Background: an optimization exercise with open tools, aiming at small area and a short achievable clock period. Do not read the settings as production practice. Only simulation tests tie the RTL to the original design; equivalence was not proved. Power and IR drop assume default switching activity.

## rev 12
Design rob_top, start of the top module:
module rob_top (
    input  logic                clk,
    input  logic                rst,
    input  logic                dispatch_valid,
    output logic                dispatch_ready,
    output rob_pkg::rob_idx_t   dispatch_idx,
    input  isa_pkg::word_t      dispatch_pc,
    input  isa_pkg::inst_kind_e dispatch_kind,
    input  logic                dispatch_predicted_taken,
    input  isa_pkg::word_t      dispatch_branch_target,
    input  isa_pkg::areg_t      dispatch_dest_areg,
    input  rob_pkg::preg_t      dispatch_dest_preg,
    input  logic                cdb_valid,
    input  rob_pkg::rob_idx_t   cdb_rob_idx,
    input  isa_pkg::word_t      cdb_data,
    output logic                commit_valid,
    input  logic                commit_ready,
    output isa_pkg::word_t      commit_pc,
    output isa_pkg::word_t      commit_result,
    output isa_pkg::areg_t      commit_dest_areg,
    output rob_pkg::preg_t      commit_dest_preg,
    output logic                redirect_valid,
    output isa_pkg::word_t      redirect_target
);
==> flow/config.mk <==
export PLATFORM = sky130hd
export DESIGN_NAME = rob_top
export DESIGN_NICKNAME = rob_top
export VERILOG_FILES = /design/flow/design.v
export SDC_FILE = /design/flow/constraint.sdc
export NUM_CORES = 4
export LEC_CHECK = 0
export CAP_MARGIN = 20
export CORE_MARGIN = 2
export CORE_UTILIZATION = 62
export CTS_CLUSTER_DIAMETER = 100
export CTS_CLUSTER_SIZE = 24
export SETUP_SLACK_MARGIN = 2.1
export SLEW_MARGIN = 20
==> flow/constraint.sdc <==
create_clock -name core_clock -period 4.5 [get_ports {clk}]
set_input_delay 0.9000 -clock core_clock [delete_from_list [all_inputs] [get_ports {clk}]]
set_output_delay 0.9000 -clock core_clock [all_outputs]
set_load 0.01 [all_outputs]
run.sh (not shown) runs the stock make flow with config.mk's settings and CLKGATE_MAP_FILE= SYNTH_SCRIPT=/design/flow/synth_recipe.tcl, a recipe that flattens the netlist after the stock synthesis.
Edits applied to the flow inputs when going from rev 12 to rev 13:
--- a/flow/design.v
+++ b/flow/design.v
@@ -48,16 +48,18 @@
     localparam int XW = 32;
     localparam int AW = 5;
     localparam int PW = 6;
     localparam int IW = 4;
     localparam int SW = XW + AW + PW;        
     localparam int F  = D - 1;               
     logic [IW-1:0]  hp;         
     logic [IW-1:0]  hp1;        
+    logic [IW-1:0]  hp2;        
+    logic           nd;         
     logic [IW-1:0]  tail;
     logic [IW-1:0]  fr, fw;     
     logic [IW:0]    count;
     logic           empty, one, full;    
     logic           jal_pend;   
     logic [F-1:0][SW-1:0] f_st;    
     logic [D-1:0][XW-1:0] s_res;
     logic [D-1:0]         s_done;
@@ -71,17 +73,17 @@
     logic           h_mpv_n;
     logic [SW-1:0]  h_st_n;
     logic [XW-1:0]  h_res_n;
     logic           h_done_n;
     logic [D-1:0]   nsel, csel;
     logic [F-1:0]   fsel, fwsel;
     logic [SW-1:0]  n_st, d_st;
     logic [XW-1:0]  n_res, target;
-    logic           n_done, n_mpd;
+    logic           n2_done, n_mpd, nd_n;
     logic [1:0]     n_mc, d_mc;
     logic [D-1:0]   wsel;
     logic           c_head, c_next;
     logic           commit_fire, flush, dispatch_fire;
     logic           d_jal0;
     logic [IW:0]    count_n;
     assign commit_valid     = h_done;
     assign commit_pc        = h_st[SW-1 -: XW];
@@ -95,27 +97,27 @@
     assign dispatch_idx   = tail;
     assign d_jal0 = (dispatch_kind == isa_pkg::KIND_JAL) && !dispatch_predicted_taken;
     assign d_mc   = {((dispatch_kind == isa_pkg::KIND_BRANCH) && !dispatch_predicted_taken) || d_jal0,
                      ((dispatch_kind == isa_pkg::KIND_BRANCH) &&  dispatch_predicted_taken) || d_jal0};
     assign d_st   = {dispatch_pc, dispatch_dest_areg, dispatch_dest_preg};
     always_comb begin
         n_st   = '0;
         n_res  = '0;
-        n_done = 1'b0;
+        n2_done = 1'b0;
         n_mpd  = 1'b0;
         n_mc   = '0;
         for (int i = 0; i < F; i++) begin
             fsel[i] = (fr == IW'(i));
             n_st   = n_st   | ({SW{fsel[i]}} & f_st[i]);
         end
         for (int i = 0; i < D; i++) begin
             nsel[i] = (hp1 == IW'(i));
             n_res  = n_res  | ({XW{nsel[i]}} & s_res[i]);
-            n_done = n_done | (nsel[i] & s_done[i]);
+            n2_done = n2_done | ((hp2 == IW'(i)) & s_done[i]);
             n_mpd  = n_mpd  | (nsel[i] & s_mpd[i]);
             n_mc   = n_mc   | ({2{nsel[i]}} & s_mc[i]);
         end
     end
     assign c_head = cdb_valid && (cdb_rob_idx == hp);
     assign c_next = cdb_valid && (cdb_rob_idx == hp1);
     always_comb begin
         count_n = count;
@@ -127,16 +129,17 @@
         if (flush) begin
             count_n = '0;
         end
     end
     always_ff @(posedge clk) begin
         if (rst) begin
             hp             <= '0;
             hp1            <= IW'(1);
+            hp2            <= IW'(2);
             tail           <= '0;
             fr             <= '0;
             fw             <= '0;
             count          <= '0;
             empty          <= 1'b1;
             one            <= 1'b0;
             full           <= 1'b0;
             redirect_valid <= 1'b0;
@@ -144,17 +147,18 @@
         end else begin
             redirect_valid <= flush;
             count          <= count_n;
             empty          <= (count_n == '0);
             one            <= (count_n == (IW+1)'(1));
             full           <= count_n[IW];
             if (commit_fire) begin
                 hp  <= hp1;
-                hp1 <= hp1 + 1'b1;
+                hp1 <= hp2;
+                hp2 <= hp2 + 1'b1;
             end
             if (flush) begin
                 tail     <= hp1;
                 fr       <= '0;
                 fw       <= '0;
                 jal_pend <= 1'b0;
             end else begin
                 if (commit_fire && !one) begin
@@ -184,39 +188,42 @@
         h_st_n = h_st;
         h_mc_n = h_mc;
         if (empty || commit_fire) begin
             h_st_n = (empty || one) ? d_st : n_st;
             h_mc_n = (empty || one) ? d_mc : n_mc;
         end
         h_res_n = h_res;
         if (commit_fire) begin
-            h_res_n = (c_next && !n_done) ? cdb_data : n_res;
+            h_res_n = nd ? n_res : cdb_data;
         end else if (c_head && !h_done) begin
             h_res_n = cdb_data;
         end
         h_done_n = h_done;
         if (rst || flush || empty) begin
             h_done_n = 1'b0;
         end else if (commit_fire) begin
-            h_done_n = !one && (c_next || n_done);
+            h_done_n = !one && (c_next || nd);
         end else if (c_head) begin
             h_done_n = 1'b1;
         end
         if (rst || flush || empty) begin
             h_mpv_n = 1'b0;
         end else if (commit_fire) begin
-            h_mpv_n = !one && ((c_next && !n_done) ? (cdb_data[0] ? n_mc[1] : n_mc[0]) : n_mpd);
+            h_mpv_n = !one && (nd ? n_mpd : (c_next && (cdb_data[0] ? n_mc[1] : n_mc[0])));
         end else if (c_head && !h_done) begin
             h_mpv_n = cdb_data[0] ? h_mc[1] : h_mc[0];
         end else begin
             h_mpv_n = h_mpv;
         end
     end
-    always_ff @(posedge clk) begin
+    assign nd_n = commit_fire ? (!(((tail == hp2) && !full)) && ((cdb_valid && (cdb_rob_idx == hp2)) || n2_done))
+                              : (!(((tail == hp1) && !full)) && (c_next || nd));
+    always_ff @(posedge clk) begin
+        nd     <= nd_n;
         h_st   <= h_st_n;
         h_res  <= h_res_n;
         h_done <= h_done_n;
         h_mc   <= h_mc_n;
         h_mpv  <= h_mpv_n;
     end
     always_comb begin
         for (int i = 0; i < F; i++) begin
==> comparison <==
Diff rev 13 and rev 12: total core area higher in rev 13. Side by side, fmax turned out higher in rev 13 than in rev 12. [rev 13] placed instance area rose 510 um^2 relative to rev 12. Cell at the slowest stage of the critical path: sky130_fd_sc_hd__a222oi_1 -> rev 12, sky130_fd_sc_hd__nor2_1 -> rev 13. Delta (rev 13 minus rev 12): design area decreased by 1.5% relative to the old numbers, wire length closely matched the old numbers. Rev 12 -> rev 13: sequential-cell power consumption flat. Post-synthesis register bit count (higher): rev 13. Rev 13 drops fewer vias than rev 12. Final cell count without fillers delta (rev 13 -> rev 12): insignificant. Compared with rev 12, rev 13 shows critical path depth lower by 3. Rev 13 -> rev 12: count of port buffers added during placement delta 0, exact match. On clock buffer count in the final layout, the lower figure sits with rev 12, not rev 13.

port drivers added, routing unchanged:
How much do the figures lean on ideal ports? The routed layouts below were timed once more, with nothing changed but the port constraints. Step 1 (the two cells are an assumption about what drives the block):
set clk [get_ports {clk}]
set_driving_cell -lib_cell sky130_fd_sc_hd__clkbuf_16 $clk
set_driving_cell -lib_cell sky130_fd_sc_hd__buf_2 [delete_from_list [all_inputs] $clk]
Step 2, shift: input delay + t, output delay - t, t = (earliest + latest rising clock arrival at the registers) / 2. This alone moves slack from input paths to output paths. Three values: ideal, step 1, step 2; two values: the first two.
run | t, ns | setup slack, ns | worst setup path after step 2 | pins driven straight from the clock port
rev 12 | 0.710 | 1.833 / 1.833 / 1.297 | input to register | 1
rev 13 | 0.716 | 2.034 / 2.034 / 1.470 | input to register | 1
After both steps every run listed still meets setup and hold. For rev 13, which loses most, drivers alone change the setup slack by 0.000 ns; drivers and shift together by -0.564 ns.
